Background: an optimization exercise with open tools, aiming at small area. Do not read the settings as production practice. Function was checked by simulation only, so behaviour that the tests miss may differ from the original. Power is estimated from default activity; no workload was simulated.

Setup of job 101:
Design peer_table_replay_filter_top, start of the top module:
module peer_table_replay_filter_top #(
   parameter int PEER_SLOTS = ptrf_pkg::PEER_SLOTS_DEFAULT
) (
   input  logic                          clock,
   input  logic                          reset,
   input  logic                          csr_write_enable,
   input  logic                          csr_write_data,
   input  logic                          req_valid,
   output logic                          req_stall,
   input  logic [ptrf_pkg::MODE_W-1:0]   req_mode,
   input  logic [ptrf_pkg::MAC_W-1:0]    req_peer_mac,
   input  logic [ptrf_pkg::MEMBER_W-1:0] req_member_id,
   input  logic [ptrf_pkg::SEQ_W-1:0]    req_sequence_req,
   input  logic                          req_reset_window,
   output logic                          rsp_valid,
   input  logic                          rsp_stall,
   output logic [ptrf_pkg::STATUS_W-1:0] rsp_status,
   output logic                          rsp_found,
   output logic [ptrf_pkg::SLOT_W-1:0]   rsp_slot,
   output logic [ptrf_pkg::MAC_W-1:0]    rsp_found_mac
);
Size: about 740 flip-flops.
Settings: LEC_CHECK=0, CAP_MARGIN=20, CORE_MARGIN=2, CORE_UTILIZATION=60, SLEW_MARGIN=20; clock period 5.0 ns.
standard.sh (not shown) runs the stock make flow with config.mk's settings and CLKGATE_MAP_FILE= SYNTH_SCRIPT=/design/flow/synth_recipe.tcl, a recipe that flattens the netlist after the stock synthesis.
==> flow/flow/run.sh <==
#!/bin/bash
# Standard ORFS layout, with port buffers of the smallest buffer cell and a
# clock tree of small buffers built without dummy loads. Each tool's output
# goes to a log here.
set -euo pipefail
export BUFFER_PORTS_ARGS="-buffer_cell sky130_fd_sc_hd__buf_1"
export CTS_ARGS="-sink_clustering_enable -repair_clock_nets -dont_use_dummy_load -buf_list sky130_fd_sc_hd__clkbuf_8 -sink_clustering_size 22 -sink_clustering_max_diameter 45"
bash standard.sh > standard.log 2>&1
Job 101 completed; timing, DRC and antenna clean
Here is what was changed in the inputs of job 102 compared with job 101.
- PLACE_DENSITY now 0.85, previously not set
- CORE_UTILIZATION now 70, was 60
==> flow/flow/run.sh <==
#!/bin/bash
# Standard ORFS layout, with port buffers of the smallest buffer cell and a
# clock tree of small buffers built without dummy loads. Each tool's output
# goes to a log here.
set -euo pipefail
export BUFFER_PORTS_ARGS="-buffer_cell sky130_fd_sc_hd__buf_1"
export CTS_ARGS="-sink_clustering_enable -repair_clock_nets -dont_use_dummy_load -buf_list sky130_fd_sc_hd__clkbuf_16 -sink_clustering_size 32 -sink_clustering_max_diameter 50"
bash standard.sh > standard.log 2>&1
Delta (job 102 minus job 101): non-filler instance count after layout -about 2.3%; design area +210 um^2; number of well-tap cells placed -22; via total after detailed routing +about 5.4%. Job 101 → job 102: total power up 6.2%; count of clock-buffer cells in the layout down 11; sequential share of layout area down 0.92 points; first-pass GRT wire length up 20%; signed area change from the synthesized netlist to the final layout up 1.2 points.
Changes in job 103 relative to job 102:
- CORE_UTILIZATION now 60, was 70
- PLACE_DENSITY no longer set, was 0.85
==> flow/flow/run.sh <==
#!/bin/bash
# Standard ORFS layout, with port buffers of the smallest buffer cell and a
# clock tree of small buffers built without dummy loads. Each tool's output
# goes to a log here.
set -euo pipefail
export BUFFER_PORTS_ARGS="-buffer_cell sky130_fd_sc_hd__buf_1"
export CTS_ARGS="-sink_clustering_enable -repair_clock_nets -dont_use_dummy_load -buf_list {sky130_fd_sc_hd__clkbuf_8 sky130_fd_sc_hd__clkbuf_16} -sink_clustering_size 26 -sink_clustering_max_diameter 45"
bash standard.sh > standard.log 2>&1
Results
Sort job 103 and job 102 by clock-buffer cell count, descending, and job 103 comes first.
[job 103 vs job 102] placed cell count: higher in job 103
Going from job 102 to job 103, the final core area utilization was found to have gone down by 9.7 points.
| global routing usage on met1 | lower: job 103 |
Time the final worst path needs with I/O delays and setup sits lower in job 103 than in job 102.
Diff job 102 -> job 103 | met3 wire length | down by more than 10%
Summary of job 103 over job 102: leakage dissipation rose 1.8%, fraction of standard cell area that is sequential fell 1.3 points, post-route worst setup slack rose 0.045 ns.
Job 103 has cell area above what job 102 had.
Setup changes, job 103 to job 104
==> flow/flow/run.sh <==
#!/bin/bash
# Standard ORFS layout, with port buffers of the smallest buffer cell and a
# clock tree of small buffers built without dummy loads. Each tool's output
# goes to a log here.
set -euo pipefail
export BUFFER_PORTS_ARGS="-buffer_cell sky130_fd_sc_hd__buf_1"
export CTS_ARGS="-sink_clustering_enable -repair_clock_nets -dont_use_dummy_load -buf_list sky130_fd_sc_hd__clkbuf_8 -sink_clustering_size 20 -sink_clustering_max_diameter 40"
bash standard.sh > standard.log 2>&1
--- outcome ---
- Worst setup slack down 0.067 ns in job 104 wrt job 103
- Job 103 -> job 104: non-clock inverter instance count of the final layout delta 0, exact match
- Clock period minus worst slack up 0.067 ns in job 104 wrt job 103
- Between job 103 and job 104, the flow reports detailed-route via count increasing slightly.
- Job 104 -> job 103: xor/xnor share of the synthesized area delta 0, exact match
- Between job 103 and job 104, sequential portion of the cell area is higher for job 104, job 103 comes in under that.
- Area of the die: job 103 vs job 104 identical
- Max register clock-pin slew on the reported worst setup and hold paths across job 103 and job 104: job 104

---

Another version of the RTL of peer_table_replay_filter_top (not shown whole).
For scale: roughly 1000 cells after synthesis, ~0.016 mm^2 of cells after synthesis.
// peer_table_replay_filter_top
module peer_table_replay_filter_top #(
   parameter int PEER_SLOTS = ptrf_pkg::PEER_SLOTS_DEFAULT
) (
   input  logic                          clock,
   input  logic                          reset,
   input  logic                          csr_write_enable,
   input  logic                          csr_write_data,
   input  logic                          req_valid,
   output logic                          req_stall,
   input  logic [ptrf_pkg::MODE_W-1:0]   req_mode,
   input  logic [ptrf_pkg::MAC_W-1:0]    req_peer_mac,
   input  logic [ptrf_pkg::MEMBER_W-1:0] req_member_id,
   input  logic [ptrf_pkg::SEQ_W-1:0]    req_sequence_req,
   input  logic                          req_reset_window,
   output logic                          rsp_valid,
   input  logic                          rsp_stall,
   output logic [ptrf_pkg::STATUS_W-1:0] rsp_status,
   output logic                          rsp_found,
   output logic [ptrf_pkg::SLOT_W-1:0]   rsp_slot,
   output logic [ptrf_pkg::MAC_W-1:0]    rsp_found_mac
);
   localparam int IDX_W     = ptrf_pkg::SLOT_W;
   localparam int MEM_LO    = 0;
   localparam int MAC_LO    = MEM_LO + ptrf_pkg::MEMBER_W;
   localparam int SEQ_LO    = MAC_LO + ptrf_pkg::MAC_W;
   localparam int VLD_BIT   = SEQ_LO + ptrf_pkg::SEQ_W;
   localparam int SLOT_BITS = VLD_BIT + 1;
   localparam int BIT_W     = $clog2(SLOT_BITS);
   localparam int OP_GROUPS = (SLOT_BITS - 1) / 8;
   localparam logic [ptrf_pkg::STATUS_W-1:0] CODE_CLEAR  = 3'd6;
   localparam logic [ptrf_pkg::STATUS_W-1:0] CODE_LOOKUP = 3'd7;
   logic [BIT_W-1:0]              bit_ff;
   logic [IDX_W-1:0]              slot_ff;
   logic                          init_ff;
   logic                          scan_ff;
   logic                          fin_ff;
   logic                          pass2_ff;
   logic                          provisioned_ff;
   logic                          pending_ff;
   logic [ptrf_pkg::STATUS_W-1:0] code_ff, code_in;
   logic                          fd_in;
   logic [IDX_W-1:0]              sl_ff;
   logic                          found, mac_out;
  ...
==> flow/config.mk <==
export PLATFORM = sky130hd
export DESIGN_NAME = peer_table_replay_filter_top
export DESIGN_NICKNAME = peer_table_replay_filter_top
export VERILOG_FILES = /design/flow/design.v
export SDC_FILE = /design/flow/constraint.sdc
export NUM_CORES = 4
export LEC_CHECK = 0
export CAP_MARGIN = 20
export CORE_MARGIN = 2
export CORE_UTILIZATION = 60
export GPL_TIMING_DRIVEN = 0
export SLEW_MARGIN = 20
==> flow/constraint.sdc <==
create_clock -name core_clock -period 5.0 [get_ports {clock}]
set_input_delay 1.0000 -clock core_clock [delete_from_list [all_inputs] [get_ports {clock}]]
set_output_delay 1.0000 -clock core_clock [all_outputs]
set_load 0.01 [all_outputs]
==> flow/flow/run.sh <==
#!/bin/bash
# Standard ORFS layout with three changes: the combinational cells of the
# standard synthesis are re-mapped for area by Yosys/ABC (flip-flops kept as
# the standard synthesis made them), port buffers use the smallest buffer
# cell, and the clock tree uses small buffers without dummy loads.
# Each tool's output goes to a log file here.
set -euo pipefail
export BUFFER_PORTS_ARGS="-buffer_cell sky130_fd_sc_hd__buf_1"
export CTS_ARGS="-sink_clustering_enable -repair_clock_nets -dont_use_dummy_load -buf_list sky130_fd_sc_hd__clkbuf_8 -sink_clustering_size 21 -sink_clustering_max_diameter 40"
R=orfs/results/${FLOW_PLATFORM}/peer_table_replay_filter_top/base
LIB=${FLOW_HOME}/platforms/${FLOW_PLATFORM}/lib/sky130_fd_sc_hd__tt_025C_1v80.lib
YOSYS=$(command -v yosys || echo "${FLOW_HOME}/../tools/install/yosys/bin/yosys")

bash standard.sh synth > standard_synth.log 2>&1
cp "$R/1_2_yosys.v" std_synth.v
sed -e "s#@LIB@#${LIB}#g" -e "s#@TOP@#${FLOW_TOP}#g" flow/remap.ys > remap.ys
"$YOSYS" -l remap.log -s remap.ys > /dev/null 2>&1
cp remapped.v "$R/1_2_yosys.v"
rm -f "$R/1_synth.odb" "$R/1_synth.sdc"
bash standard.sh > standard.log 2>&1
Other scripts of this flow, unchanged in this note and not shown: flow/flow/remap.ys
Next try:
--- a/flow/flow/run.sh
+++ b/flow/flow/run.sh
@@ -9 +9 @@
-export CTS_ARGS="-sink_clustering_enable -repair_clock_nets -dont_use_dummy_load -buf_list sky130_fd_sc_hd__clkbuf_8 -sink_clustering_size 21 -sink_clustering_max_diameter 40"
+export CTS_ARGS="-sink_clustering_enable -repair_clock_nets -dont_use_dummy_load -buf_list sky130_fd_sc_hd__clkbuf_8 -sink_clustering_size 22 -sink_clustering_max_diameter 45"
Outcome: The new run finished with timing, DRC and antenna clean; setup slack is worse by 0.026 ns; clock power drops by about 4%; total power drops by about 1.2%.

## static timing again, ports no longer ideal
The flow's constraints put no driver on any port. The routed layouts listed below were extracted and timed again, unchanged, in two steps. Step 1, drivers: a clkbuf_16 drives clock and a buf_2 each remaining input, both assumed. Step 2 moves the port delays by t, midway between the first and last clock arrival at a register: inputs arrive t later, outputs are due t later. That takes back most of the time a late clock gives input paths. Slacks: ideal ports / drivers / drivers and shift; pairs: ideal ports / drivers.
| run | shift t [ns] | setup WS [ns] | worst setup path after step 2 | worst slew at a driven data input, ns | cell pins on the clock port's net |
|---|---|---|---|---|---|
| job 101 | 0.580 | 1.346 / 1.302 / 1.881 | register to output | 0.05 | 1 |
| job 102 | 0.549 | 1.351 / 1.301 / 1.686 | register to register | 0.05 | 1 |
| job 103 | 0.557 | 1.396 / 1.347 / 1.905 | register to output | 0.05 | 1 |
| job 104 | 0.585 | 1.329 / 1.284 / 1.869 | register to output | 0.05 | 1 |
| the first run of note 2 | 0.568 | 1.034 / 0.992 / 1.083 | register to register | 0.05 | 1 |
| the second run of note 2 | 0.585 | 1.008 / 0.967 / 1.074 | register to register | 0.05 | 1 |
After both steps setup and hold are still met in every run listed.
